Context: an optimization exercise on an open-source flow, tuned for small area, a short achievable clock period and few clock cycles. The choices shown serve that exercise and are no tape-out recipe. At most, simulation tests tie the RTL to the original design; equivalence was not proved. For runs 3 and 7, only the layout was checked, not whether the RTL still works. Power is estimated from default activity; no workload was simulated.

`flow/constraint.sdc`:
```
create_clock -name core_clock -period 6.0 [get_ports {clk}]
set_input_delay 1.2000 -clock core_clock [delete_from_list [all_inputs] [get_ports {clk}]]
set_output_delay 1.2000 -clock core_clock [all_outputs]
set_load 0.01 [all_outputs]
```
`flow/design.v`:
```
module icache_ctrl #(
  parameter int unsigned LINES       = 16,
  parameter int unsigned MEM_LATENCY = 1
) (
  input  logic         clk,
  input  logic         reset,
  input  logic         pc_valid,
  input  logic [31:0]  pc,
  input  logic         flush,
  output logic [31:0]  inst,
  output logic         inst_valid,
  output logic         stall,
  output logic [31:0]  mem_address,
  input  logic [127:0] mem_dataline,
  output logic [31:0]  hit_count,
  output logic [31:0]  miss_count
);
  localparam int unsigned IDX   = $clog2(LINES);
  localparam int unsigned TAG_W = 28 - IDX;
  logic [27:0]        buf_line_q;     
  logic               buf_ok_q;       
  logic [27:0]        buf_line_inc;
  logic               buf_hit;
  logic               next_line;
  logic               req;
  logic [31:0]        hit_count_q;
  logic [31:0]        miss_count_q;
  logic [LINES-1:0]   valid_q;
  logic [TAG_W-1:0]   tag_q [LINES];
  logic [IDX-1:0]     req_idx;
  logic [TAG_W-1:0]   req_tag;
  logic               tag_miss;
  logic               new_miss;
  assign req       = pc_valid && !flush && !reset;
  assign buf_hit   = buf_ok_q && (pc[31:4] == buf_line_q);
  assign next_line = buf_ok_q && (pc[3:2] == 2'd3) && (pc[7:4] == buf_line_q[3:0]);
  always_comb begin
    for (int i = 0; i < 28; i++)
      buf_line_inc[i] = buf_line_q[i] ^ (&(buf_line_q | ~((28'd1 << i) - 28'd1)));
  end
  assign inst_valid  = req && buf_hit;
  assign stall       = pc_valid && !reset && (flush || !buf_hit);
  assign mem_address = {next_line ? buf_line_inc : pc[31:4], 4'b0000};
  assign req_idx  = pc[3+IDX:4];
  assign req_tag  = pc[31:4+IDX];
  assign tag_miss = !(valid_q[req_idx] && (tag_q[req_idx] == req_tag));
  assign new_miss = req && tag_miss;
  assign hit_count   = hit_count_q;
  assign miss_count  = miss_count_q;
  always_comb begin
    case (pc[3:2])
      2'd0:    inst = mem_dataline[127:96];
      2'd1:    inst = mem_dataline[95:64];
      2'd2:    inst = mem_dataline[63:32];
      default: inst = mem_dataline[31:0];
    endcase
  end
  always_ff @(posedge clk or posedge reset) begin
    if (reset) begin
      buf_ok_q     <= 1'b0;
      hit_count_q  <= 32'h0;
      miss_count_q <= 32'h0;
      valid_q      <= '0;
    end else begin
      buf_ok_q  <= !flush;
      if (inst_valid && hit_count_q != 32'hFFFF_FFFF)
        hit_count_q <= hit_count_q + 32'd1;
      if (new_miss && miss_count_q != 32'hFFFF_FFFF)
        miss_count_q <= miss_count_q + 32'd1;
      if (flush)
        valid_q <= '0;
      else if (new_miss)
        valid_q[req_idx] <= 1'b1;
    end
  end
  always_ff @(posedge clk) begin
    buf_line_q <= mem_address[31:4];
    if (new_miss)
      tag_q[req_idx] <= req_tag;
  end
endmodule
```
`flow/run.sh`:
```
#!/bin/bash
# synth_recipe.tcl (not shown) runs the flow's synth.tcl, then flattens the netlist and writes it again
# the make line also repeats each setting of config.mk as NAME=value (left out here)
make -C /OpenROAD-flow-scripts/flow DESIGN_CONFIG=/design/flow/config.mk WORK_HOME=/design/flow/orfs CLKGATE_MAP_FILE= SYNTH_SCRIPT=/design/flow/synth_recipe.tcl finish
```
`flow/config.mk`:
```
export PLATFORM = sky130hd
export DESIGN_NAME = icache_ctrl
export DESIGN_NICKNAME = icache_ctrl
export VERILOG_FILES = /design/flow/design.v
export SDC_FILE = /design/flow/constraint.sdc
export NUM_CORES = 4
export LEC_CHECK = 0
export CAP_MARGIN = 20
export CORE_MARGIN = 2
export CORE_UTILIZATION = 40
export SETUP_SLACK_MARGIN = 2.0
export SLEW_MARGIN = 20
```
==> results.cfg, run 1 <==
[run_status]
status = finished clean

[finish]
final_nets = 2066
final_cells = 2630
antenna_cells = 0
drive_gt1_share_pct = 32.9
area_delta_synth_final_pct = 39.0
mostFrequentLayoutCells = 384 x edfxtp_1, 224 x clkdlybuf4s50_1, 114 x mux4_2, 91 x buf_4, 81 x dfrtp_1
final_common_cell = edfxtp_1

[logic_synthesis]
synth-seq-cells = 493
netlist_area_mm2 = 0.0220
synth.area.top_cells = edfxtp_1 53%, mux4_2 12%, dfrtp_1 9.2%, xor2_1 3.5%, mux2i_1 2.8%
syn_avg_cell_area_um2 = 15.8
synthArstFlopShare_pct = 16.4
synth_seq_area_share_pct = 64.3
synth_edf_count = 384
ys_types = 68
synthCells = 1394
synth_top_area_cell = edfxtp_1
ys.flop_type = edfxtp_1
synth_top_area_share_pct = 52.5
yosys_warnings = 1

[clock_network]
clkTransAtPathRegs_ps = 60
clock-root-buffer = clkbuf_16
ctsLongestPathBuffers = 3
h-tree-depth = 2
tritoncts = yes
cts_made_buffers = 52
clock-sinks = 493
clk_latency_ps = 630

[timing]
setup_violations = 0
finalSetupTns_ps = 0
slew_headroom_pct = 22.3
fmax_mhz = 232
final_hold_viol_count = 0
fin_skew_ps = 59.9
rsz0062_at_grt = yes
min_period_ps = 4300
tightest_slew_ps = 1160
finalCritPeriodShare_pct = 71.7
slew_violations = 0

[worst_setup_path]
critical_path.max_fanout = 6
cp_slowest_cell = mux4_2
start_kind = input pin
crit_arrival_ps = 4660
required_ps = 6350
worst-setup-path-type = input pin to flip-flop
cp_top_family = multiplexers
slowest_delay_ps = 510
cp-end-kind = flip-flop
critPathBufInv = 6
crit_chain = clkbuf_16 > buf_8 > buf_4 > mux4_2 > mux4_2 > xnor2_2 > o211ai_1 > or4_4 > a2111oi_4 > buf_4 > buf_8 > nor2_4 > buf_12 > and3_4
worstSetupPathDepth = 14
reg2reg_depth = 11

[global_routing]
first_global_vias = 15043
antenna_found_initial = 3
grt_max_degree = 82
grt_first_pass_wirelength_mm = 106
grt_usage_pct = 25.9
grt_remaining_overflow = 0

[job]
cap_violations = 0

[drt]
wl_met1_mm = 31.0
dr.max_layer_used = met5
antenna_left = 0
drc = 0
wl_met3_mm = 7.19
dr.pass1.iters = 6
wl_met2_mm = 35.2
vias = 15416
routed_wl_mm = 76.4
vias_per_cell = 5.86
wire_per_inst_um = 29.1
initialDrtViolationCount = 1649

[floorplanning]
core-area_mm2 = 0.0540
start_util_pct = 40.6
io_pins = 294
die_area_mm2 = 0.0568
die_w_um = 238
fp-row-count = 85
die_h_um = 238

[power]
leakage_nw = 11.2
power_density_mw_per_mm2 = 269
netSwitchingFraction_pct = 23.7
ir_drop_mv = 0.246
pwr-share-clk_pct = 42.7
power_mw = 8.20
pwr-share-comb_pct = 11.2
p_int_mw = 6.26
seqPwrFrac_pct = 46.1
switchingPower_mw = 1.94

[placement]
post-place-cells = 2366
io_buffer_count = 287
gp_congestion = 0.862
dp_hpwl_mm = 43.1

[min_path]
holdPathStages = 1
hold_path_class = flip-flop to flip-flop
## path summary, 6_finish.rpt
kind / start / end / slack [ps]
setup reg to reg: tag_q[12][10]$_DFFE_PP_ / tag_q[7][4]$_DFFE_PP_ / 2280
setup / recovery: pc[4] / tag_q[7][4]$_DFFE_PP_ / 1700
hold reg to reg: miss_count_q[10]$_DFFE_PP0P_ / miss_count_q[10]$_DFFE_PP0P_ / 480
min in group asynchronous: reset / hit_count_q[18]$_DFFE_PP0P_ / 1240
max in group asynchronous: reset / valid_q[10]$_DFFE_PP0P_ / 4210
hold / removal: miss_count_q[10]$_DFFE_PP0P_ / miss_count_q[10]$_DFFE_PP0P_ / 480
## state kept, by name, summed over array words and instances, names as in the netlist
name,count
buf_line_q,28
buf_ok_q,1
hit_count_q,32
miss_count_q,32
tag_q,384
valid_q,16
## power groups by stage
stage	Clock, mW	Combinational, mW	Sequential (mW)
5_1_grt	3.66	0.960	3.78
6_report	3.50	0.919	3.78
4_1_cts	3.53	0.867	3.78
3_5_place_dp	0	0.785	3.85
3_3_place_gp	0	0.779	3.84
2_1_floorplan	0	0.386	3.84
## worst register-to-register path, cell delays in order (launching register included)
cell and delay, ps:
edfxtp_1 380, mux4_2 480, mux4_2 480, xnor2_1 340, nand2_1 100, or4_4 510
a2111oi_4 330, buf_4 190, buf_8 130, nor2_4 90, buf_12 220, and3_4 220
## layout make-up
| class | instances | area [µm²] |
|---|---|---|
| Inverter | 29 | 115 |
| Clock buffer | 65 | 1420 |
| Clock inverter | 33 | 455 |
| Tap cell | 696 | 871 |
| Sequential cell | 493 | 14100 |
| Fill cell | 4217 | 23500 |
| Timing Repair Buffer | 464 | 4940 |
| Multi-Input combinational cell | 850 | 8600 |
## stage by stage
step           instance area [µm²]  setup slack (ps)  utilization, %  hold slack, ps
5_1_grt                      30500              1570            56.5             496
6_report                     30500              1700            56.5             485
3_3_place_gp                 26000               377            48.1             470
3_5_place_dp                 26000               362            48.1             475
2_1_floorplan                22300              1590               -             458
4_1_cts                      29700              1740            55.0             488
## layer usage
| layer | up-vias | GRT usage (%) |
|---|---|---|
| met5 | - | 0 |
| met4 | 2 | 8.77 |
| met3 | 177 | 4.42 |
| met2 | 782 | 40.0 |
| met1 | 7923 | 37.4 |
| li1 | 6532 | - |
## cells in the mapped netlist (all sizes together), types with 3 or more instances
library cell and number:
a32o 8, o211ai 3, nand3 31, nor3 32, o21ai 21, a22o 9
nor4 23, mux2 16, and2 11, inv 28, nand4 24, dfxtp 28
a31oi 3, xnor2 48, nor2b 3, buf 40, ha 12, and4 4
edfxtp 384, a22oi 8, clkbuf 37, mux4 114, and3 28, a21oi 26
a221oi 6, nand2 89, o21a 9, or4 3, mux2i 61, dfrtp 81
xor2 87, o22ai 11, or3 3, nor2 69
## timing repair
| action | CTS | global route |
|---|---|---|
| setup endpoints to repair | 501 | 493 |
| hold buffers | 0 | 0 |
| resized for setup | 365 | 155 |
| cloned | 58 | 11 |
| buffers inserted | 72 | 24 |
| pin swaps | 48 | 48 |
## cell families after synthesis
kind of cell	synth area share (%)
other	0.0171
XOR/XNOR	5.38
multiplexers	15.3
AND/OR/NAND/NOR	7.42
adder cells (fa/ha/maj)	0.684
flip-flops	64.3
buffers and inverters	2.75
AO/OA/AOI/OAI	4.14
Testbench counts, summed over its fixed seeds: cycles 36,683.
==> run 2: changes to the inputs <==
==> flow/flow/run.sh (new file) <==
#!/bin/bash
# Own layout flow: the standard synthesis unchanged, then the standard ORFS
# layout with sizing not tied to cell footprints and minimum-size port buffers.
set -euo pipefail
cd "$(dirname "$0")/.."
bash standard.sh synth > synth.log 2>&1
bash standard.sh \
  MATCH_CELL_FOOTPRINT=0 \
  "BUFFER_PORTS_ARGS=-buffer_cell sky130_fd_sc_hd__buf_1" \
  finish > layout.log 2>&1
==> flow/standard.sh (new file) <==
#!/bin/bash
# synth_recipe.tcl (not shown) runs the flow's synth.tcl, then flattens the netlist and writes it again
# the make line also repeats each setting of config.mk as NAME=value (left out here)
make -C /OpenROAD-flow-scripts/flow DESIGN_CONFIG=/design/flow/config.mk WORK_HOME=/design/flow/orfs CLKGATE_MAP_FILE= SYNTH_SCRIPT=/design/flow/synth_recipe.tcl "${@:-finish}"
removed: flow/run.sh
==> run 2 against run 1 <==
Against the previous run: via count up 1.4%; critical path depth up 2; synthesized area did not move; sequential share of layout area grew 3.4 points; critical path type unchanged; maximum frequency rose by 1.5%; final area down 6.9%.
==> results.cfg, run 2 <==
[drt]
routed_wl_mm = 73.9
dr.pass1.iters = 8
antenna_left = 0
drc = 0
vias = 15630
initialDrtViolationCount = 1726
wire_per_inst_um = 28.2
vias_per_cell = 5.97

[finish]
area_delta_synth_final_pct = 29.5
drive_gt1_share_pct = 31.1
largest_register_ffs = 384
final_util_pct = 52.6
mostFrequentLayoutCells = 384 x edfxtp_1, 231 x buf_1, 114 x mux4_2, 108 x buf_4, 83 x xor2_1
final_common_cell = edfxtp_1
final_nets = 2059

[floorplanning]
start_util_pct = 40.6
die_w_um = 238
core-area_mm2 = 0.0540
fp-row-count = 85
die_area_mm2 = 0.0568
io_pins = 294
die_h_um = 238

[min_path]
hold_path_class = flip-flop to flip-flop

[global_routing]
grt_first_pass_wirelength_mm = 102
antenna_found_initial = 2
grt_remaining_overflow = 0
grt_usage_pct = 24.9
first_global_vias = 14842
grt_max_degree = 82

[timing]
setup_violations = 0
fin_ws_ps = 1760
final_hold_viol_count = 0
min_period_ps = 4240
rsz0062_at_grt = yes
finalSetupTns_ps = 0
fmax_mhz = 236
slew_headroom_pct = 20.5
holdWs_ps = 482
finalCritPeriodShare_pct = 70.6
fin_skew_ps = 53.2
slew_violations = 0
tightest_slew_ps = 1190

[logic_synthesis]
netlist_area_mm2 = 0.0220
synth_common_cells = 384 x edfxtp_1, 114 x mux4_2, 89 x nand2_1, 87 x xor2_1, 81 x dfrtp_1
synthArstFlopShare_pct = 16.4
synthCells = 1394
synth_top_area_cell = edfxtp_1
synthMostInstantiatedCell = edfxtp_1
synth_seq_area_share_pct = 64.3
syn_avg_cell_area_um2 = 15.8
synth_edf_count = 384
synth_top_area_share_pct = 52.5
ys.flop_type = edfxtp_1
synth.area.top_cells = edfxtp_1 53%, mux4_2 12%, dfrtp_1 9.2%, xor2_1 3.5%, mux2i_1 2.8%
yosys_warnings = 1
synth-seq-cells = 493
ys_types = 68

[worst_setup_path]
required_ps = 6270
worst-setup-path-type = input pin to flip-flop
critical_path.max_fanout = 9
cp-end-kind = flip-flop
start_kind = input pin
crit_arrival_ps = 4510

[clock_network]
clk_latency_ps = 620
clock-root-buffer = clkbuf_16
h-tree-depth = 2
clock-sinks = 493
clkTransAtPathRegs_ps = 60
cts_made_buffers = 51
tritoncts = yes
ctsLongestPathBuffers = 3

[power]
netSwitchingFraction_pct = 24.1
switchingPower_mw = 1.85
p_int_mw = 5.83
seqPwrFrac_pct = 49.2
power_density_mw_per_mm2 = 270
pwr-share-comb_pct = 10.4
leakage_nw = 10.3
pwr-share-clk_pct = 40.4
ir_drop_mv = 0.242

[placement]
post-place-ws_ps = 498
gp_congestion = 0.843
dp_hpwl_mm = 41.1
io_buffer_count = 287

[run_status]
status = finished clean

[job]
cap_violations = 0
## run 2: critical path: stages
cell and delay, ps:
clkbuf_16 140, buf_16 140, buf_12 130, buf_16 140
buf_4 130, mux4_2 440, o22a_1 250, a21oi_1 170
nor2_1 100, a31oi_1 250, or4_4 210, a2111oi_4 40
buf_6 180, buf_4 150, nor2_2 410, and3_4 420
## run 2: cells by family (layout without fill, tap and decap cells)
logic type                 after synthesis  count (layout)  synth area share [%]
xor gates and xnor gates               135             135                  5.38
adders and majority gates               12              12                 0.684
muxes                                  191             191                  15.3
other                                    1               5                0.0171
AOI/OAI and AO/OA                      127             127                  4.14
and+or+nand+nor                        329             380                  7.42
DFF                                    493             493                  64.3
buffers and inverters                  106             580                  2.75
## run 2: path summary, 6_finish.rpt
| check | endpoint | cells after the start | start | slack, ps |
|---|---|---|---|---|
| max | tag_q[0][14]$_DFFE_PP_ | 16 | pc[4] | 1760 |
| min | miss_count_q[7]$_DFFE_PP0P_ | 1 | miss_count_q[7]$_DFFE_PP0P_ | 480 |
| max reg2reg | tag_q[11][20]$_DFFE_PP_ | 11 | tag_q[3][22]$_DFFE_PP_ | 2350 |
| min reg2reg | miss_count_q[7]$_DFFE_PP0P_ | 1 | miss_count_q[7]$_DFFE_PP0P_ | 480 |
| max in group asynchronous | miss_count_q[4]$_DFFE_PP0P_ | 3 | reset | 4590 |
| min in group asynchronous | miss_count_q[23]$_DFFE_PP0P_ | 3 | reset | 860 |
## run 2: area by class of cell
| type | instances | area (µm²) |
|---|---|---|
| fillers | 4407 | 25600 |
| well taps | 696 | 871 |
| flip-flops and latches | 493 | 14100 |
| inverters | 29 | 119 |
| diodes | 1 | 2.50 |
| clock inverters | 27 | 248 |
| clock buffers | 65 | 1350 |
| multi-input cells | 849 | 8420 |
| repair buffers | 459 | 3300 |
## run 2: timing repair
action / CTS / global route
setup buffers: 50 / 43
pin swaps: 49 / 37
hold buffers: 0 / 0
gates resized for setup: 274 / 79
cloned: 59 / 12
endpoints found under the setup margin: 462 / 462
## run 2: power groups by stage
stage | Clock (mW) | Sequential [mW] | Combinational, mW
2_1_floorplan | 0 | 3.84 | 0.385
3_3_place_gp | 0 | 3.84 | 0.634
3_5_place_dp | 0 | 3.85 | 0.641
4_1_cts | 3.14 | 3.77 | 0.740
5_1_grt | 3.27 | 3.78 | 0.838
6_report | 3.10 | 3.78 | 0.798
## run 2: metal layers
layer  vias up  track usage [%]  part of all wire [%]  wire length [µm]
li1       6506                -                     -                 -
met2       884             36.8                    45             33100
met1      8046             36.1                    40             29600
met5         -                0                 0.016                12
met4         2             8.88                   4.1              3040
met3       192             5.65                    11              8110
## run 2: metrics by stage
stage	area [µm²]	total power, mW	cells
2_1_floorplan	22300	4.22	1397
3_3_place_gp	24200	4.48	2361
3_5_place_dp	24200	4.49	2361
4_1_cts	27600	7.65	2562
5_1_grt	28400	7.89	2618
6_report	28400	7.68	2619
==> run 3: changes to the inputs <==
==> flow/design.v (replaced) <==
module icache_ctrl #(
  parameter int unsigned LINES       = 16,
  parameter int unsigned MEM_LATENCY = 1
) (
  input  logic         clk,
  input  logic         reset,
  input  logic         pc_valid,
  input  logic [31:0]  pc,
  input  logic         flush,
  output logic [31:0]  inst,
  output logic         inst_valid,
  output logic         stall,
  output logic [31:0]  mem_address,
  input  logic [127:0] mem_dataline,
  output logic [31:0]  hit_count,
  output logic [31:0]  miss_count
);
  localparam int unsigned IDX   = $clog2(LINES);
  localparam int unsigned TAG_W = 28 - IDX;
  logic [27:0]        buf_line_q;     
  logic               buf_ok_q;       
  logic               cont_q;         
  logic               first_q;        
  logic               idx_eq_q;       
  logic               tag_miss_q;     
  logic [27:0]        carry;          
  logic               buf_hit;
  logic               idx_eq;
  logic               next_lo;
  logic               next_hi;
  logic               req;
  logic               start;
  logic [31:0]        hit_count_q;
  logic [31:0]        miss_count_q;
  logic [LINES-1:0]   valid_q;
  logic [TAG_W-1:0]   tag_q [LINES];
  logic [IDX-1:0]     buf_idx;
  logic [TAG_W-1:0]   buf_tag;
  logic [TAG_W-1:0]   slot_tag;
  logic               slot_valid;
  logic               buf_present;
  logic               pc_present;
  logic               new_miss;
  assign req     = pc_valid && !flush && !reset;
  assign start   = req && !cont_q;
  assign buf_hit = buf_ok_q && (pc[31:4] == buf_line_q);
  assign inst_valid = req && buf_hit;
  assign stall      = pc_valid && !reset && (flush || !buf_hit);
  always_comb begin
    carry[0] = 1'b1;
    for (int i = 1; i < 28; i++)
      carry[i] = carry[i-1] && buf_line_q[i-1];
  end
  assign idx_eq  = (pc[3+IDX:4] == buf_line_q[IDX-1:0]);
  assign next_lo = buf_ok_q && (pc[3:2] == 2'd3) && idx_eq;
  assign next_hi = buf_ok_q && (&pc[3+IDX:2]);
  always_comb begin
    mem_address[3:0] = 4'b0000;
    for (int i = 0; i < 28; i++)
      mem_address[4+i] = pc[4+i] ^ ((i < IDX) ? (next_lo && carry[i]) : (next_hi && carry[i]));
  end
  assign buf_idx     = buf_line_q[IDX-1:0];
  assign buf_tag     = buf_line_q[27:IDX];
  assign slot_tag    = tag_q[buf_idx];
  assign slot_valid  = valid_q[buf_idx];
  assign buf_present = slot_valid && (slot_tag == buf_tag);
  assign pc_present  = slot_valid && (slot_tag == pc[31:4+IDX]);
  assign new_miss = (start && buf_hit && !buf_present) ||
                    (first_q && (idx_eq_q ? tag_miss_q : !buf_present));
  assign hit_count  = hit_count_q;
  assign miss_count = miss_count_q;
  always_comb begin
    case (pc[3:2])
      2'd0:    inst = mem_dataline[127:96];
      2'd1:    inst = mem_dataline[95:64];
      2'd2:    inst = mem_dataline[63:32];
      default: inst = mem_dataline[31:0];
    endcase
  end
  always_ff @(posedge clk or posedge reset) begin
    if (reset) begin
      buf_ok_q     <= 1'b0;
      cont_q       <= 1'b0;
      first_q      <= 1'b0;
      hit_count_q  <= 32'h0;
      miss_count_q <= 32'h0;
      valid_q      <= '0;
    end else begin
      buf_ok_q <= !flush;
      cont_q   <= req && !buf_hit;
      first_q  <= start && !buf_hit;
      if (inst_valid && hit_count_q != 32'hFFFF_FFFF)
        hit_count_q <= hit_count_q + 32'd1;
      if (new_miss && miss_count_q != 32'hFFFF_FFFF)
        miss_count_q <= miss_count_q + 32'd1;
      if (flush)
        valid_q <= '0;
      else if (new_miss)
        valid_q[pc[3+IDX:4]] <= 1'b1;
    end
  end
  always_ff @(posedge clk) begin
    buf_line_q <= mem_address[31:4];
    idx_eq_q   <= idx_eq;
    tag_miss_q <= !pc_present;
    if (new_miss)
      tag_q[pc[3+IDX:4]] <= pc[31:4+IDX];
  end
endmodule
==> flow/run.sh (new file) <==
#!/bin/bash
# synth_recipe.tcl (not shown) runs the flow's synth.tcl, then flattens the netlist and writes it again
# the make line also repeats each setting of config.mk as NAME=value (left out here)
make -C /OpenROAD-flow-scripts/flow DESIGN_CONFIG=/design/flow/config.mk WORK_HOME=/design/flow/orfs CLKGATE_MAP_FILE= SYNTH_SCRIPT=/design/flow/synth_recipe.tcl finish
removed: flow/flow/run.sh
removed: flow/standard.sh
==> run 3 against run 2 <==
Against the previous run: total power up 4.4%; maximum frequency is 11% lower; setup slack worse by 530 ps; clock skew decreased by 40 ps; global-route usage shrank 0.23 points; via count shrank 4.7%; critical path type is now input pin to output pin.
==> results.cfg, run 3 <==
[drt]
routed_wl_mm = 72.4
wire_per_inst_um = 27.5
initialDrtViolationCount = 1446
dr.pass1.iters = 5
drc = 0
vias_per_cell = 5.66
vias = 14903
antenna_left = 0

[finish]
largest_register_ffs = 384
antenna_cells = 0
multi_input_area_mm2 = 0.00836
mostFrequentLayoutCells = 384 x edfxtp_1, 229 x clkdlybuf4s50_1, 99 x mux4_2, 95 x mux2i_1, 85 x buf_4
final_common_cell = edfxtp_1
ff_latch_area_mm2 = 0.0142
drive_gt1_share_pct = 26.5
fin_area_mm2 = 0.0300
final_cells = 2634
final_nets = 2016
area_delta_synth_final_pct = 33.9
fillCellCount = 4520

[floorplanning]
die_w_um = 241
fp-row-count = 86
die_h_um = 241
core-area_mm2 = 0.0553
die_area_mm2 = 0.0580
io_pins = 294
start_util_pct = 40.5

[power]
leakage_nw = 10.9
power_mw = 8.01
power_density_mw_per_mm2 = 267
ir_drop_mv = 0.260

[job]
cap_violations = 0

[min_path]
hold_path_class = flip-flop to flip-flop

[timing]
holdWs_ps = 490
rsz0062_at_grt = yes
final_hold_viol_count = 0
setup_violations = 0
fin_skew_ps = 13.4
tightest_slew_ps = 818
slew_violations = 0
min_period_ps = 4760
finalCritPeriodShare_pct = 79.4
finalSetupTns_ps = 0
slew_headroom_pct = 45.3
fmax_mhz = 210

[clock_network]
clock-sinks = 497
tritoncts = yes
clock-root-buffer = clkbuf_16
h-tree-depth = 2
clk_latency_ps = 610
holdBufCountCts = 0
ctsLongestPathBuffers = 3
cts_made_buffers = 52
clkTransAtPathRegs_ps = 60

[logic_synthesis]
synthMostInstantiatedCell = edfxtp_1
ys.flop_type = edfxtp_1
synthCells = 1412
synth_common_cells = 384 x edfxtp_1, 99 x mux4_2, 98 x mux2i_1, 86 x xor2_1, 83 x dfrtp_1
synth-seq-cells = 497
yosys_warnings = 1
synth_top_area_cell = edfxtp_1
syn_avg_cell_area_um2 = 15.9
synth_seq_area_share_pct = 63.4
synth_edf_count = 384
synthArstFlopShare_pct = 16.7
netlist_area_mm2 = 0.0224
synth.area.top_cells = edfxtp_1 51%, mux4_2 9.9%, dfrtp_1 9.3%, mux2i_1 4.4%, xor2_1 3.4%
ys_types = 82
synth_top_area_share_pct = 51.4

[global_routing]
first_global_vias = 14658
grt_max_degree = 84
antenna_found_initial = 1
grt_first_pass_wirelength_mm = 102
grt_remaining_overflow = 0
grt_usage_pct = 24.6

[worst_setup_path]
cpMostUsedCell = buf_6
critical_path.max_fanout = 3
crit_arrival_ps = 3560
start_kind = input pin
worst-setup-path-type = input pin to output pin
required_ps = 4800
cp_slowest_cell = nor4_4
slowest_delay_ps = 230
cp-end-kind = output pin
crit_chain = buf_6 > nand4_4 > nor4_4 > buf_4 > and3_4 > and4_4 > and4_4 > nand4_1 > buf_4 > buf_6 > buf_6 > buf_6 > xnor2_4 > buf_6

[placement]
dpl_cell_area_mm2 = 0.0266
post-place-cells = 2456
gp_congestion = 0.967
io_buffer_count = 287
dp_hpwl_mm = 44.0

[run_status]
status = finished clean
==> run 3: changes by cell type after synthesis, sizes merged, moves of 17 or more <==
cell and change:
nand2 -30, clkbuf -17, xnor2 +28, nor2 -25, mux2i +37
==> run 3: final cells by class <==
class | count | area share, %
Clock buffer | 70 | 4.80
Clock inverter | 25 | 0.930
Inverter | 45 | 0.584
Multi-Input combinational cell | 813 | 27.9
Sequential cell | 497 | 47.4
Tap cell | 748 | 3.12
Timing Repair Buffer | 436 | 15.3
==> run 3: cells by family (layout without fill, tap and decap cells) <==
logic type                 count (synthesis)  in the layout  share of synthesized area, %
buffers and inverters                    112            576                          2.79
AOI/OAI and AO/OA                        116            116                          3.88
xor gates and xnor gates                 162            162                          6.36
DFF                                      497            497                          63.4
and+or+nand+nor                          309            316                          8.04
muxes                                    208            208                          15.2
adders and majority gates                  7              7                         0.391
other                                      1              4                        0.0167
==> run 3: what timing repair did <==
action	in CTS	in global routing
gates cloned	11	2
resized for setup	275	60
setup endpoints to repair	504	335
buffers inserted	50	20
pin swaps	39	19
==> run 3: where the power goes <==
group          switching [mW]  total (mW)  internal (mW)
clock                    1.36        3.27           1.91
sequential             0.0558        3.80           3.75
combinational           0.481       0.939          0.458
==> run 3: layer usage <==
| metal | wire length, µm | track usage, % | vias to the layer above | share of wire [%] |
|---|---|---|---|---|
| li1 | - | - | 6383 | - |
| met4 | 2650 | 8.92 | 2 | 3.7 |
| met2 | 33500 | 39.1 | 723 | 46 |
| met3 | 6160 | 4.66 | 142 | 8.5 |
| met1 | 30100 | 34.0 | 7653 | 42 |
| met5 | 15 | 0 | - | 0.021 |
==> run 3: path summary, 6_finish.rpt <==
kind / startpoint / end / slack (ps) / depth (start not counted)
worst max-delay path: pc[6] / mem_address[25] / 1240 / 14
worst min-delay path: hit_count_q[10]$_DFFE_PP0P_ / hit_count_q[10]$_DFFE_PP0P_ / 490 / 1
worst max register to register: buf_line_q[1]$_DFF_P_ / tag_q[13][8]$_DFFE_PP_ / 2070 / 15
worst min register to register: hit_count_q[10]$_DFFE_PP0P_ / hit_count_q[10]$_DFFE_PP0P_ / 490 / 1
max in group asynchronous: reset / miss_count_q[5]$_DFFE_PP0P_ / 4250 / 3
min in group asynchronous: reset / first_q$_DFF_PP0_ / 1230 / 3
==> run 3: worst max-delay path: cells and delay by family <==
| family | cells | cell delay, ps |
|---|---|---|
| xor gates and xnor gates | 1 | 160 |
| buffers and inverters | 7 | 950 |
| and+or+nand+nor | 6 | 1240 |
==> run 3: metrics by stage <==
stage | utilization (%) | worst slack (ps)
floorplan | - | 1570
finish | 54.3 | 1240
CTS | 53.5 | 1290
detailed placement | 48.0 | 143
global route | 54.3 | 1170
global placement | 48.0 | 163
==> run 4: changes to the inputs <==
--- a/flow/design.v
+++ b/flow/design.v
@@ -46,11 +46,7 @@
   assign buf_hit = buf_ok_q && (pc[31:4] == buf_line_q);
   assign inst_valid = req && buf_hit;
   assign stall      = pc_valid && !reset && (flush || !buf_hit);
-  always_comb begin
-    carry[0] = 1'b1;
-    for (int i = 1; i < 28; i++)
-      carry[i] = carry[i-1] && buf_line_q[i-1];
-  end
+  icache_ctrl_carry u_carry (.line(buf_line_q), .carry(carry));
   assign idx_eq  = (pc[3+IDX:4] == buf_line_q[IDX-1:0]);
   assign next_lo = buf_ok_q && (pc[3:2] == 2'd3) && idx_eq;
   assign next_hi = buf_ok_q && (&pc[3+IDX:2]);
@@ -107,3 +103,13 @@
       tag_q[pc[3+IDX:4]] <= pc[31:4+IDX];
   end
 endmodule
+module icache_ctrl_carry (
+  input  logic [27:0] line,
+  output logic [27:0] carry
+);
+  always_comb begin
+    carry[0] = 1'b1;
+    for (int i = 1; i < 28; i++)
+      carry[i] = carry[i-1] && line[i-1];
+  end
+endmodule
==> flow/flow/run.sh (new file) <==
#!/bin/bash
# Own layout flow: the standard synthesis unchanged, then the standard ORFS
# layout with sizing not tied to cell footprints and minimum-size port buffers.
set -euo pipefail
cd "$(dirname "$0")/.."
bash standard.sh synth > synth.log 2>&1
bash standard.sh \
  MATCH_CELL_FOOTPRINT=0 \
  "BUFFER_PORTS_ARGS=-buffer_cell sky130_fd_sc_hd__buf_1" \
  finish > layout.log 2>&1
==> flow/standard.sh (new file) <==
#!/bin/bash
# synth_recipe.tcl (not shown) runs the flow's synth.tcl, then flattens the netlist and writes it again
# the make line also repeats each setting of config.mk as NAME=value (left out here)
make -C /OpenROAD-flow-scripts/flow DESIGN_CONFIG=/design/flow/config.mk WORK_HOME=/design/flow/orfs CLKGATE_MAP_FILE= SYNTH_SCRIPT=/design/flow/synth_recipe.tcl "${@:-finish}"
--- a/flow/config.mk
+++ b/flow/config.mk
@@ -8,5 +8,6 @@
 export CAP_MARGIN = 20
 export CORE_MARGIN = 2
 export CORE_UTILIZATION = 40
-export SETUP_SLACK_MARGIN = 2.0
+export SETUP_SLACK_MARGIN = 2.5
 export SLEW_MARGIN = 20
+export SYNTH_HIERARCHICAL = 1
removed: flow/run.sh
==> run 4 against run 3 <==
Against the previous run: setup slack improved by 670 ps; global-route usage rose by 0.65 points; worst hold slack got worse by 3.7 ps; critical endpoint is now inst_valid; non-clock buffer count rose by 156; register-to-register slack barely moved; combinational power rose by 1%.
==> results.cfg, run 4 <==
[power]
leakage_nw = 11.8
power_density_mw_per_mm2 = 244
ir_drop_mv = 0.186
power_mw = 7.78

[timing]
finalCritPeriodShare_pct = 68.3
final_hold_viol_count = 0
setup_violations = 0
slew_headroom_pct = 30.8
fmax_mhz = 244
min_period_ps = 4100
rsz0062_at_grt = yes
tightest_slew_ps = 1040
finalSetupTns_ps = 0
fin_skew_ps = 19.5
slew_violations = 0

[min_path]
hold_path_class = flip-flop to flip-flop

[logic_synthesis]
synth_top_area_share_pct = 51.0
synthArstFlopShare_pct = 16.7
synthCells = 1506
netlist_area_mm2 = 0.0226
synth_seq_area_share_pct = 62.9
synth_edf_count = 384
synth_common_cells = 384 x edfxtp_1, 99 x mux2i_1, 99 x nand2_1, 93 x xor2_1, 84 x mux4_2
synthMostInstantiatedCell = edfxtp_1
synth_top_area_cell = edfxtp_1
synth-seq-cells = 497
syn_avg_cell_area_um2 = 15.0
synth.area.top_cells = edfxtp_1 51%, dfrtp_1 9.2%, mux4_2 8.4%, mux2i_1 4.4%, xor2_1 3.6%
ys.flop_type = edfxtp_1
yosys_warnings = 8
ys_types = 77

[floorplanning]
die_h_um = 242
die_area_mm2 = 0.0584
start_util_pct = 40.2
die_w_um = 242
fp-row-count = 87
io_pins = 294
core-area_mm2 = 0.0562

[placement]
io_buffer_count = 287
post-place-cells = 2525
dp_hpwl_mm = 40.6
dpl_cell_area_mm2 = 0.0248
gp_congestion = 0.845

[job]
cap_violations = 0

[worst_setup_path]
worst-setup-path-type = input pin to output pin
crit_chain = buf_1 > xor2_1 > nor4_4 > nand4_1 > buf_4 > nor3_4 > buf_6
required_ps = 4800
cp-end-kind = output pin
crit_arrival_ps = 2900
start_kind = input pin
cp_slowest_cell = nor4_4
slowest_delay_ps = 540
critical_path.max_fanout = 2

[clock_network]
clk_latency_ps = 610
clock-root-buffer = clkbuf_16
holdBufCountCts = 0
h-tree-depth = 2
clkTransAtPathRegs_ps = 60
clock-sinks = 497
tritoncts = yes
ctsLongestPathBuffers = 3
cts_made_buffers = 51

[finish]
largest_register_ffs = 384
drive_gt1_share_pct = 36.0
final_common_cell = edfxtp_1
final_cells = 2880
final_nets = 2254
final_util_pct = 56.8
mostFrequentLayoutCells = 384 x edfxtp_1, 246 x buf_1, 126 x buf_4, 95 x mux2i_1, 85 x clkbuf_16
area_delta_synth_final_pct = 41.1
fin_area_mm2 = 0.0319

[run_status]
status = finished clean

[global_routing]
grt_max_degree = 85
first_global_vias = 15796
grt_remaining_overflow = 0
antenna_found_initial = 2
grt_usage_pct = 25.3
grt_first_pass_wirelength_mm = 108

[drt]
antenna_left = 0
initialDrtViolationCount = 2146
drc = 0
dr.pass1.iters = 5
wire_per_inst_um = 29.3
routed_wl_mm = 84.3
vias = 16953
vias_per_cell = 5.89
==> run 4: cell count changes after synthesis, moves of 15 or more <==
cell	previous run	this run
mux4_2	99	84
o32ai_1	17	0
nand2_1	59	99
inv_1	41	21
a22oi_1	24	43
nand3_1	40	59
nor2_1	42	73
==> run 4: through the flow <==
step	hold WS, ps	worst slack (ps)
floorplan	450	1970
global placement	465	536
detailed placement	473	444
CTS	489	2030
global route	503	1880
finish	486	1900
==> run 4: final timing paths <==
path / startpoint / endpoint / depth (start not counted) / slack (ps)
min in group asynchronous: reset / buf_ok_q$_DFF_PP0_ / 3 / 880
hold / removal: valid_q[14]$_DFFE_PP0P_ / valid_q[14]$_DFFE_PP0P_ / 1 / 490
setup reg to reg: buf_line_q[2]$_DFF_P_ / tag_q[3][13]$_DFFE_PP_ / 17 / 2060
hold reg to reg: valid_q[14]$_DFFE_PP0P_ / valid_q[14]$_DFFE_PP0P_ / 1 / 490
max in group asynchronous: reset / miss_count_q[6]$_DFFE_PP0P_ / 3 / 4590
setup / recovery: pc[15] / inst_valid / 7 / 1900
==> run 4: report_power, final <==
group / internal [mW] / total (mW) / leakage, nW / switching, mW
sequential: 3.74 / 3.79 / 4.84 / 0.0442
clock: 1.67 / 3.04 / 0.767 / 1.37
combinational: 0.407 / 0.949 / 6.19 / 0.543
total: 5.82 / 7.78 / 11.8 / 1.95
==> run 4: layout make-up <==
class                      count  area [µm²]
tap                          756         946
inverter                      25         100
timing repair buffer         592        5470
fill                        4289       24300
multi-input combinational    916        9530
antenna                        1        2.50
clock inverter                24         141
clock buffer                  69        1430
sequential                   497       14300
==> run 4: modules after synthesis, one instance, submodules excluded <==
module | flip-flops and latches | cell area, µm² | cells inside
icache_ctrl | 497 | 22300 | 1453
icache_ctrl_carry | 0 | 323 | 53
==> run 4: cells by family (layout without fill, tap and decap cells) <==
| logic type | count (synthesis) | count (layout) | share of synthesized area (%) |
|---|---|---|---|
| xor+xnor | 172 | 172 | 6.67 |
| buf+inv | 107 | 710 | 3.01 |
| fa+ha+maj | 7 | 7 | 0.387 |
| other cells | 2 | 6 | 0.0332 |
| flops | 497 | 497 | 62.9 |
| mux | 204 | 204 | 13.8 |
| simple gates | 389 | 400 | 8.97 |
| compound gates | 128 | 128 | 4.26 |
==> run 4: critical path, delay by kind of cell <==
family / cells / cell delay (ps)
XOR/XNOR: 1 / 150
buffers and inverters: 3 / 550
AND/OR/NAND/NOR: 3 / 990
==> run 4: timing repair <==
| item | CTS | global route |
|---|---|---|
| setup endpoints to repair | 524 | 479 |
| buffers inserted | 125 | 83 |
| pin swaps | 66 | 120 |
| resized for setup | 276 | 271 |
| gates cloned | 31 | 21 |
==> run 4: routing by layer <==
metal	GRT usage, %	vias to the layer above	share of wire, %
met3	3.86	312	11
met2	39.4	1178	45
met1	34.3	8549	36
met5	0	-	0
li1	-	6914	-
met4	13.6	0	7.1
Testbench counts of run 4, summed over its fixed seeds: cycles 36,683.
==> run 5: changes to the inputs <==
--- a/flow/config.mk
+++ b/flow/config.mk
@@ -7,7 +7,7 @@
 export LEC_CHECK = 0
 export CAP_MARGIN = 20
 export CORE_MARGIN = 2
-export CORE_UTILIZATION = 40
-export SETUP_SLACK_MARGIN = 2.5
+export CORE_UTILIZATION = 60
+export SETUP_SLACK_MARGIN = 2.0
 export SLEW_MARGIN = 20
 export SYNTH_HIERARCHICAL = 1
==> run 5 against run 4 <==
Against the previous run: still clean; cell count shrank 15%; core utilization grew 16 points; global-route usage grew 8.9 points; clock power is essentially flat; synthesized area is the same; clock skew grew 7.3 ps; total power shrank 2.4%; die area shrank 33%; sequential power is essentially flat; clock-buffer cell count grew 4; maximum frequency grew 1.5%; largest cell class unchanged.
==> results.cfg, run 5 <==
[worst_setup_path]
cp-end-kind = flip-flop
required_ps = 6310
slowest_delay_ps = 610
worst-setup-path-type = flip-flop to flip-flop
critPathBufInv = 3
crit_start = buf_line_q[2]$_DFF_P_
timing.rr.start = buf_line_q[2]$_DFF_P_
cp_top_family = simple AND/OR/NAND/NOR gates
cp_slowest_cell = and4b_2
start_kind = flip-flop
crit_arrival_ps = 4340
critical_path.max_fanout = 24
crit_chain = buf_4 > buf_6 > mux4_2 > mux2i_1 > mux2_2 > xor2_1 > o311ai_1 > nor4_2 > and4b_2 > nor2_4 > buf_12

[power]
power_mw = 7.59
leakage_nw = 9.88
power_density_mw_per_mm2 = 280
ir_drop_mv = 0.310

[clock_network]
cts_made_buffers = 50
clock-sinks = 497
tritoncts = yes
clock-root-buffer = clkbuf_16
clkTransAtPathRegs_ps = 60
h-tree-depth = 2
holdBufCountCts = 0
ctsLongestPathBuffers = 3
clk_latency_ps = 580

[finish]
area_delta_synth_final_pct = 20.0
largest_register_ffs = 384
final_common_cell = edfxtp_1
mostFrequentLayoutCells = 384 x edfxtp_1, 269 x buf_1, 99 x mux2i_1, 98 x nand2_1, 93 x xor2_1
drive_gt1_share_pct = 20.6
fillCellCount = 2531
multi_input_area_mm2 = 0.00820
final_cells = 2445
ff_latch_area_mm2 = 0.0142
final_nets = 2060

[logic_synthesis]
netlist_area_mm2 = 0.0226
syn_avg_cell_area_um2 = 15.0
ys_types = 77
ys.flop_type = edfxtp_1
synth_top_area_cell = edfxtp_1
synthArstFlopShare_pct = 16.7
synthCells = 1506
synth_seq_area_share_pct = 62.9
synth-seq-cells = 497
synthMostInstantiatedCell = edfxtp_1
synth_common_cells = 384 x edfxtp_1, 99 x mux2i_1, 99 x nand2_1, 93 x xor2_1, 84 x mux4_2
synth_edf_count = 384
yosys_warnings = 8
synth.area.top_cells = edfxtp_1 51%, dfrtp_1 9.2%, mux4_2 8.4%, mux2i_1 4.4%, xor2_1 3.6%
synth_top_area_share_pct = 51.0

[placement]
post-place-ws_ps = 851
gp_congestion = 0.927
dp_hpwl_mm = 41.1
io_buffer_count = 287
post-place-cells = 2272

[floorplanning]
die_area_mm2 = 0.0392
start_util_pct = 60.4
die_h_um = 198
core-area_mm2 = 0.0374
fp-row-count = 71
io_pins = 294
die_w_um = 198

[global_routing]
grt_remaining_overflow = 0
grt_first_pass_wirelength_mm = 94.9
grt_usage_pct = 34.1
first_global_vias = 14472
grt_max_degree = 85
antenna_found_initial = 4

[timing]
finalSetupTns_ps = 0
fin_skew_ps = 26.8
rsz0062_at_grt = yes
setup_violations = 0
fmax_mhz = 248
slew_headroom_pct = 24.6
fin_ws_ps = 1960
min_period_ps = 4040
holdWs_ps = 479
final_hold_viol_count = 0
tightest_slew_ps = 1130
slew_violations = 0
finalCritPeriodShare_pct = 67.3

[drt]
antenna_left = 0
vias = 15011
vias_per_cell = 6.14
wire_per_inst_um = 27.1
routed_wl_mm = 66.4
initialDrtViolationCount = 1487
drc = 0
dr.pass1.iters = 5

[min_path]
min_from = miss_count_q[20]$_DFFE_PP0P_
hold_path_class = flip-flop to flip-flop

[run_status]
status = finished clean

[job]
cap_violations = 0
==> run 5: cell counts after synthesis <==
Identical to the previous run, type by type.
==> run 5: path summary, 6_finish.rpt <==
check / endpoint / slack, ps / depth (start not counted)
worst max-delay path: tag_q[5][11]$_DFFE_PP_ / 1960 / 11
max in group asynchronous: miss_count_q[0]$_DFFE_PP0P_ / 4560 / 3
worst max register to register: tag_q[5][11]$_DFFE_PP_ / 1960 / 11
min in group asynchronous: hit_count_q[22]$_DFFE_PP0P_ / 920 / 3
worst min-delay path: miss_count_q[20]$_DFFE_PP0P_ / 480 / 1
worst min register to register: miss_count_q[20]$_DFFE_PP0P_ / 480 / 1
==> run 5: cell type report <==
class	count	share of cell area (%)
timing repair buffer	404	8.68
antenna	5	0.0461
inverter	25	0.360
sequential	497	52.5
clock buffer	73	5.12
clock inverter	19	0.743
tap	511	2.36
multi-input combinational	911	30.2
==> run 5: metal layers <==
layer / GRT usage [%] / vias to the layer above / share of wire [%]
met5: 0 / - / 0
met4: 17.9 / 0 / 5.3
met3: 5.91 / 153 / 8.0
met2: 55.0 / 760 / 48
met1: 45.0 / 7571 / 38
li1: - / 6527 / -
==> run 5: metrics by stage <==
step	utilization [%]	area [µm²]
6_report	72.5	27100
5_1_grt	72.5	27100
4_1_cts	71.2	26600
3_5_place_dp	65.1	24300
3_3_place_gp	65.0	24300
2_1_floorplan	-	22800
==> run 5: repair_timing <==
action,in CTS,in global routing
buffers inserted,34,30
gates resized for setup,53,53
pin swaps,18,17
setup endpoints to repair,462,249
gates cloned,11,0
==> run 5: kinds of logic (layout without fill, tap and decap cells) <==
logic type | Yosys count | count (layout) | synth area share (%)
DFF | 497 | 497 | 62.9
and+or+nand+nor | 389 | 395 | 8.97
muxes | 204 | 204 | 13.8
xor gates and xnor gates | 172 | 172 | 6.67
AOI/OAI and AO/OA | 128 | 128 | 4.26
buffers and inverters | 107 | 521 | 3.01
adders and majority gates | 7 | 7 | 0.387
other | 2 | 10 | 0.0332
==> run 5: power breakdown <==
| group | switching [mW] | total (mW) | internal, mW |
|---|---|---|---|
| Sequential | 0.0447 | 3.79 | 3.75 |
| Combinational | 0.447 | 0.755 | 0.307 |
| Clock | 1.27 | 3.04 | 1.78 |
| Total | 1.76 | 7.59 | 5.83 |
==> run 5: Yosys stat by module, one instance, submodules excluded <==
module / times used / cells inside / cell area [µm²] / flip-flops and latches
icache_ctrl: 1 / 1453 / 22300 / 497
icache_ctrl_carry: 1 / 53 / 323 / 0
==> run 6: changes to the inputs <==
--- a/flow/config.mk
+++ b/flow/config.mk
@@ -7,7 +7,7 @@
 export LEC_CHECK = 0
 export CAP_MARGIN = 20
 export CORE_MARGIN = 2
-export CORE_UTILIZATION = 60
+export CORE_UTILIZATION = 40
 export SETUP_SLACK_MARGIN = 2.0
 export SLEW_MARGIN = 20
 export SYNTH_HIERARCHICAL = 1
==> run 6 against run 5 <==
Against the previous run: setup slack improved by 49 ps; non-clock buffer count shrank 19; total power up 1.7%; cell count increased by 9.2%; critical endpoint is now mem_address[15].
==> results.cfg, run 6 <==
[placement]
dp_hpwl_mm = 41.5
io_buffer_count = 287
gp_congestion = 0.893

[timing]
final_hold_viol_count = 0
finalSetupTns_ps = 0
rsz0062_at_grt = yes
fin_skew_ps = 30.8
finalCritPeriodShare_pct = 66.5
min_period_ps = 3990
tightest_slew_ps = 837
fmax_mhz = 251
setup_violations = 0
slew_headroom_pct = 44.0
slew_violations = 0
holdWs_ps = 482

[logic_synthesis]
synth_top_area_cell = edfxtp_1
synth_top_area_share_pct = 51.0
yosys_warnings = 8
synthArstFlopShare_pct = 16.7
synth-seq-cells = 497
synthCells = 1506
ys.flop_type = edfxtp_1
synth_common_cells = 384 x edfxtp_1, 99 x mux2i_1, 99 x nand2_1, 93 x xor2_1, 84 x mux4_2
synth.area.top_cells = edfxtp_1 51%, dfrtp_1 9.2%, mux4_2 8.4%, mux2i_1 4.4%, xor2_1 3.6%
synthMostInstantiatedCell = edfxtp_1
netlist_area_mm2 = 0.0226
syn_avg_cell_area_um2 = 15.0
ys_types = 77
synth_seq_area_share_pct = 62.9
synth_edf_count = 384

[clock_network]
holdBufCountCts = 0
clock-sinks = 497
h-tree-depth = 2
tritoncts = yes
clkTransAtPathRegs_ps = 60
clk_latency_ps = 610
ctsLongestPathBuffers = 3
clock-root-buffer = clkbuf_16
cts_made_buffers = 51

[drt]
antenna_left = 0
dr.pass1.iters = 6
vias_per_cell = 5.58
vias = 14892
initialDrtViolationCount = 1638
wire_per_inst_um = 25.6
drc = 0
routed_wl_mm = 68.3

[power]
ir_drop_mv = 0.238
leakage_nw = 9.88
power_mw = 7.72
power_density_mw_per_mm2 = 281

[worst_setup_path]
crit_arrival_ps = 2790
cp-end-kind = output pin
start_kind = input pin
required_ps = 4800
critical_path.max_fanout = 12
cpMostUsedCell = nand2_1
cp_slowest_cell = xnor2_2
crit_chain = clkbuf_4 > ha_4 > nand2_1 > nor3_4 > buf_6 > buf_8 > nand2_1 > xnor2_2 > buf_2
worst-setup-path-type = input pin to output pin
slowest_delay_ps = 290

[global_routing]
grt_remaining_overflow = 0
first_global_vias = 14451
grt_first_pass_wirelength_mm = 97.6
antenna_found_initial = 4
grt_usage_pct = 22.7
grt_max_degree = 85

[min_path]
hold_path_class = flip-flop to flip-flop

[floorplanning]
core-area_mm2 = 0.0562
die_w_um = 242
io_pins = 294
fp-row-count = 87
die_area_mm2 = 0.0584
start_util_pct = 40.2
die_h_um = 242

[finish]
mostFrequentLayoutCells = 384 x edfxtp_1, 264 x buf_1, 99 x mux2i_1, 97 x nand2_1, 93 x xor2_1
largest_register_ffs = 384
final_nets = 2041
ff_latch_area_mm2 = 0.0142
drive_gt1_share_pct = 20.4
final_common_cell = edfxtp_1
area_delta_synth_final_pct = 21.7
fillCellCount = 4881
multi_input_area_mm2 = 0.00820

[job]
cap_violations = 0

[run_status]
status = finished clean
run 6: cells by family (layout without fill, tap and decap cells):
| group | after synthesis | in the layout | synth area share (%) |
|---|---|---|---|
| flops | 497 | 497 | 62.9 |
| other cells | 2 | 9 | 0.0332 |
| fa+ha+maj | 7 | 7 | 0.387 |
| mux | 204 | 204 | 13.8 |
| compound gates | 128 | 128 | 4.26 |
| buf+inv | 107 | 503 | 3.01 |
| simple gates | 389 | 394 | 8.97 |
| xor+xnor | 172 | 172 | 6.67 |
run 6: metrics by stage:
stage	cell area, µm²	util [%]	cells	worst slack [ps]
2_1_floorplan	22800	-	1509	1970
3_3_place_gp	24600	43.8	2513	926
3_5_place_dp	24700	44.0	2518	811
4_1_cts	27100	48.3	2648	1960
5_1_grt	27500	49.0	2670	1930
6_report	27500	49.0	2670	2010
run 6: cell type report:
class,instances,share of cell area (%)
Antenna cell,4,0.0364
Clock buffer,65,4.91
Clock inverter,28,1.12
Inverter,25,0.355
Multi-Input combinational cell,910,29.8
Sequential cell,497,51.7
Tap cell,756,3.44
Timing Repair Buffer,385,8.61
run 6: power breakdown:
group / internal [mW] / total, mW / switching (mW)
registers: 3.75 / 3.79 / 0.0442
logic: 0.298 / 0.728 / 0.430
clock network: 1.85 / 3.20 / 1.35
total: 5.89 / 7.72 / 1.83
run 6: repair_timing:
item / 4_1_cts / 5_1_grt
gates cloned: 8 / 2
endpoints found under the setup margin: 462 / 180
buffers inserted: 29 / 12
pin swaps: 19 / 20
gates resized for setup: 74 / 39
run 6: routing by layer:
layer,track usage (%),routed length [µm],up-vias
met5,0,0,-
met4,9.68,2870,0
met3,3.30,4850,145
met2,37.5,32600,672
met1,30.0,28000,7591
li1,-,-,6484
run 6: final timing paths:
path                                        start                            to  slack, ps  cells past startpoint
min reg2reg                valid_q[6]$_DFFE_PP0P_        valid_q[6]$_DFFE_PP0P_        480                      1
max                                         pc[4]               mem_address[15]       2010                      9
max reg2reg                 buf_line_q[3]$_DFF_P_        tag_q[14][4]$_DFFE_PP_       2050                     14
min                        valid_q[6]$_DFFE_PP0P_        valid_q[6]$_DFFE_PP0P_        480                      1
max in group asynchronous                   reset        valid_q[7]$_DFFE_PP0P_       4560                      3
min in group asynchronous                   reset  miss_count_q[28]$_DFFE_PP0P_        930                      3
run 6: per-module statistics from Yosys (local to each module, per instance):
module | cell area (µm²) | copies in the design | cells inside | flops+latches
icache_ctrl | 22300 | 1 | 1453 | 497
icache_ctrl_carry | 323 | 1 | 53 | 0
run 6: critical path, delay by kind of cell:
kind / cells / cell delay [ps]
xor+xnor: 1 / 290
fa+ha+maj: 1 / 160
buf+inv: 4 / 700
simple gates: 3 / 420
==> run 7: changes to the inputs <==
--- a/flow/design.v
+++ b/flow/design.v
@@ -34,6 +34,10 @@
   logic [31:0]        miss_count_q;
   logic [LINES-1:0]   valid_q;
   logic [TAG_W-1:0]   tag_q [LINES];
+  logic               wr_q;           
+  logic [IDX-1:0]     wr_idx_q;
+  logic [TAG_W-1:0]   wr_tag_q;
+  logic               wr_byp;
   logic [IDX-1:0]     buf_idx;
   logic [TAG_W-1:0]   buf_tag;
   logic [TAG_W-1:0]   slot_tag;
@@ -57,8 +61,9 @@
   end
   assign buf_idx     = buf_line_q[IDX-1:0];
   assign buf_tag     = buf_line_q[27:IDX];
-  assign slot_tag    = tag_q[buf_idx];
-  assign slot_valid  = valid_q[buf_idx];
+  assign wr_byp      = wr_q && (wr_idx_q == buf_idx);
+  assign slot_tag    = wr_byp ? wr_tag_q : tag_q[buf_idx];
+  assign slot_valid  = wr_byp || valid_q[buf_idx];
   assign buf_present = slot_valid && (slot_tag == buf_tag);
   assign pc_present  = slot_valid && (slot_tag == pc[31:4+IDX]);
   assign new_miss = (start && buf_hit && !buf_present) ||
@@ -81,6 +86,7 @@
       hit_count_q  <= 32'h0;
       miss_count_q <= 32'h0;
       valid_q      <= '0;
+      wr_q         <= 1'b0;
     end else begin
       buf_ok_q <= !flush;
       cont_q   <= req && !buf_hit;
@@ -89,18 +95,21 @@
         hit_count_q <= hit_count_q + 32'd1;
       if (new_miss && miss_count_q != 32'hFFFF_FFFF)
         miss_count_q <= miss_count_q + 32'd1;
+      wr_q <= new_miss && !flush;
       if (flush)
         valid_q <= '0;
-      else if (new_miss)
-        valid_q[pc[3+IDX:4]] <= 1'b1;
+      else if (wr_q)
+        valid_q[wr_idx_q] <= 1'b1;
     end
   end
   always_ff @(posedge clk) begin
     buf_line_q <= mem_address[31:4];
     idx_eq_q   <= idx_eq;
     tag_miss_q <= !pc_present;
-    if (new_miss)
-      tag_q[pc[3+IDX:4]] <= pc[31:4+IDX];
+    wr_idx_q   <= pc[3+IDX:4];
+    wr_tag_q   <= pc[31:4+IDX];
+    if (wr_q)
+      tag_q[wr_idx_q] <= wr_tag_q;
   end
 endmodule
 module icache_ctrl_carry (
--- a/flow/config.mk
+++ b/flow/config.mk
@@ -8,6 +8,6 @@
 export CAP_MARGIN = 20
 export CORE_MARGIN = 2
 export CORE_UTILIZATION = 40
-export SETUP_SLACK_MARGIN = 2.0
+export SETUP_SLACK_MARGIN = 2.5
 export SLEW_MARGIN = 20
 export SYNTH_HIERARCHICAL = 1
==> run 7 against run 6 <==
Against the previous run: still clean on timing, DRC and antenna; critical path depth unchanged; die area up 1.7%; via count up 2.2%; core utilization up 3.5 points; clock-buffer cell count up 4; routed wire length up 1.6%; sequential share of layout area down 1.7 points; clock power up 8.4%; synthesized area up 1.7%; register-to-register slack better by 130 ps; largest cell class unchanged.
==> results.cfg, run 7 <==
[run_status]
status = finished clean

[logic_synthesis]
synth_mux_area_share_pct = 13.7
synth_seq_area_share_pct = 64.3
yosys.area_share.simple_pct = 8.63
synth_compound_gate_area_share_pct = 4.20
synth_xor_area_share_pct = 6.47
synth_top_area_cell = edfxtp_1
syn_avg_cell_area_um2 = 15.3
synth_top_family_by_area = multiplexers
synthArstFlopShare_pct = 16.0
netlist_area_mm2 = 0.0230
ys_types = 67
synth.area.top_cells = edfxtp_1 50%, mux4_2 12%, dfrtp_1 9.1%, dfxtp_1 5.0%, xnor2_1 3.7%
synth_fa_ha_area_share_pct = 0.381
synth_edf_count = 384
yosys_warnings = 8
synth_top_area_share_pct = 50.1
ys.flop_type = edfxtp_1
synthCells = 1506
synth-seq-cells = 526
synthMostInstantiatedCell = edfxtp_1
synth_common_cells = 384 x edfxtp_1, 120 x mux4_2, 110 x nand2_1, 96 x xnor2_1, 88 x nor2_1

[worst_setup_path]
cp_top_family = simple AND/OR/NAND/NOR gates
critical_path.max_fanout = 5
worstSetupEndpoint = inst_valid
start_kind = input pin
crit_arrival_ps = 2790
cp-end-kind = output pin
crit_chain = buf_4 > xor2_1 > nor4_4 > nand3_1 > nor4_4 > buf_6 > nand2_4 > inv_2 > buf_6
r2r-end = miss_count_q[31]$_DFFE_PP0P_
critPathBufInv = 4
r2r_setup_slack_ps = 2180
cp_slowest_cell = nor4_4
timing.rr.start = buf_line_q[0]$_DFF_P_
required_ps = 4800
worst-setup-path-type = input pin to output pin
worstSetupPathDepth = 9
crit_start = pc[31]
reg2reg_depth = 15
slowest_delay_ps = 400

[drt]
dr.pass1.iters = 5
initialDrtViolationCount = 1387
antenna_left = 0
vias = 15218
routed_wl_mm = 69.4
wire_per_inst_um = 25.6
drc = 0
vias_per_cell = 5.62

[timing]
finalSetupTns_ps = 0
slew_violations = 0
min_period_ps = 3990
fmax_mhz = 251
holdWs_ps = 486
fin_skew_ps = 25.5
rsz0062_at_grt = yes
final_hold_viol_count = 0
tightest_slew_ps = 1080
setup_violations = 0
slew_headroom_pct = 27.8
finalCritPeriodShare_pct = 66.5
fin_ws_ps = 2010

[finish]
drive_gt1_share_pct = 30.5
final_nets = 2077
mostFrequentLayoutCells = 384 x edfxtp_1, 232 x buf_1, 120 x mux4_2, 83 x dfrtp_1, 79 x nand2_1
ff_latch_area_mm2 = 0.0148
final_common_cell = edfxtp_1
fin_area_mm2 = 0.0297
multi_input_area_mm2 = 0.00906
fillCellCount = 4669
area_delta_synth_final_pct = 29.1
largest_register_ffs = 384

[clock_network]
clk_latency_ps = 620
clkTransAtPathRegs_ps = 60
cts_made_buffers = 54
tritoncts = yes
holdBufCountCts = 0
clock-sinks = 526
clock-root-buffer = clkbuf_16
h-tree-depth = 2
ctsLongestPathBuffers = 3

[placement]
post-place-ws_ps = 1350
dpl_cell_area_mm2 = 0.0253
io_buffer_count = 287
gp_congestion = 0.896
dp_hpwl_mm = 44.0

[global_routing]
antenna_found_initial = 3
grt_remaining_overflow = 0
grt_usage_pct = 22.3
first_global_vias = 14784
grt_max_degree = 86
grt_first_pass_wirelength_mm = 97.3

[floorplanning]
core-area_mm2 = 0.0566
die_h_um = 244
io_pins = 294
fp-row-count = 87
start_util_pct = 40.6
die_w_um = 244
die_area_mm2 = 0.0594

[job]
cap_violations = 0

[min_path]
holdPathStages = 1
hold_path_class = flip-flop to flip-flop

[power]
leakage_nw = 10.9
ir_drop_mv = 0.195
power_density_mw_per_mm2 = 280
[run 7: kinds of logic after synthesis]
kind of cell	count (synthesis)
AOI/OAI and AO/OA	137
and+or+nand+nor	395
xor gates and xnor gates	170
adders and majority gates	7
DFF	526
muxes	164
buffers and inverters	105
other	2
[run 7: worst reg2reg max path, cell delays in order, from the launching register on]
cell,delay (ps)
dfxtp_4,370
buf_6,110
buf_12,140
buf_12,140
buf_12,140
mux4_2,500
nand2b_4,170
and2_4,160
a221oi_2,270
nand4_1,150
o31ai_2,310
or4b_4,660
nand3_4,200
buf_12,140
nor4_2,60
xor2_1,170
[run 7: per-module statistics from Yosys, one instance, submodules excluded]
| module | times used | cells inside | flip-flops and latches | cell area [µm²] |
|---|---|---|---|---|
| icache_ctrl | 1 | 1453 | 526 | 22700 |
| icache_ctrl_carry | 1 | 53 | 0 | 323 |
[run 7: how the worst min path moves through the flow]
stage / start / endpoint / slack [ps]
floorplan: cont_q$_DFF_PP0_ / first_q$_DFF_PP0_ / 440
global placement: valid_q[14]$_DFFE_PP0P_ / valid_q[14]$_DFFE_PP0P_ / 470
detailed placement: miss_count_q[11]$_DFFE_PP0P_ / miss_count_q[11]$_DFFE_PP0P_ / 480
CTS: miss_count_q[11]$_DFFE_PP0P_ / miss_count_q[11]$_DFFE_PP0P_ / 490
global route: hit_count_q[12]$_DFFE_PP0P_ / hit_count_q[12]$_DFFE_PP0P_ / 500
finish: hit_count_q[12]$_DFFE_PP0P_ / hit_count_q[12]$_DFFE_PP0P_ / 490
[run 7: cell type report]
| type | instances | area share (%) |
|---|---|---|
| antenna | 3 | 0.0253 |
| clock buffer | 69 | 4.94 |
| clock inverter | 31 | 1.24 |
| inverter | 35 | 0.455 |
| multi-input combinational | 881 | 30.5 |
| sequential | 526 | 50.0 |
| tap | 756 | 3.19 |
| timing repair buffer | 408 | 9.65 |
[run 7: power breakdown]
part / leakage, nW / internal (mW) / switching [mW]
registers: 5.10 / 3.94 / 0.101
clock network: 0.875 / 2.03 / 1.44
logic: 4.88 / 0.362 / 0.433
total: 10.9 / 6.34 / 1.97
[run 7: layer usage]
layer	GRT usage (%)	wire [µm]	vias to the layer above
met4	6.13	1820	4
met5	0	18	-
met2	34.0	32300	609
met1	32.5	30000	7909
li1	-	-	6587
met3	4.36	5240	109
[run 7: through the flow]
step / power, mW / util [%] / cells
finish: 8.31 / 52.5 / 2709
global placement: 4.72 / 44.5 / 2509
global route: 8.54 / 52.4 / 2707
CTS: 8.25 / 50.2 / 2665
detailed placement: 4.73 / 44.8 / 2515
floorplan: 4.48 / - / 1509
[run 7: what timing repair did]
item                                    CTS  global route
cloned                                    5             6
gates resized for setup                 233           192
buffers inserted                         45            33
endpoints found under the setup margin  119            95
pin swaps                                46            74

port drivers added, routing unchanged:
How much do the figures lean on ideal ports? The routed layouts below were timed once more, with nothing changed but the port constraints.
Step 1 (the two cells are an assumption about what drives the block):
set clk [get_ports {clk}]
set_driving_cell -lib_cell sky130_fd_sc_hd__clkbuf_16 $clk
set_driving_cell -lib_cell sky130_fd_sc_hd__buf_2 [delete_from_list [all_inputs] $clk]
Step 2, shift: input delay + t, output delay - t, t = (earliest + latest rising clock arrival at the registers) / 2. This alone moves slack from input paths to output paths.
Slacks: no drivers / after step 1 / after step 2; pairs: no drivers / after step 1.
run | t, ns | setup slack, ns | worst setup path at the end
run 1 | 0.659 | 1.697 / 1.633 / 0.974 | input to register
run 2 | 0.657 | 1.762 / 1.676 / 1.019 | input to register
run 3 | 0.665 | 1.236 / 1.137 / 1.137 | input to output
run 4 | 0.643 | 1.902 / 1.860 / 1.333 | input to register
run 5 | 0.622 | 1.962 / 1.962 / 1.532 | input to register
run 6 | 0.653 | 2.011 / 1.957 / 1.439 | input to register
run 7 | 0.662 | 2.012 / 1.930 / 1.695 | input to register
After both steps setup and hold are still met in every run listed. For run 2, which loses most, drivers alone change the setup slack by -0.086 ns; drivers and shift together by -0.743 ns.
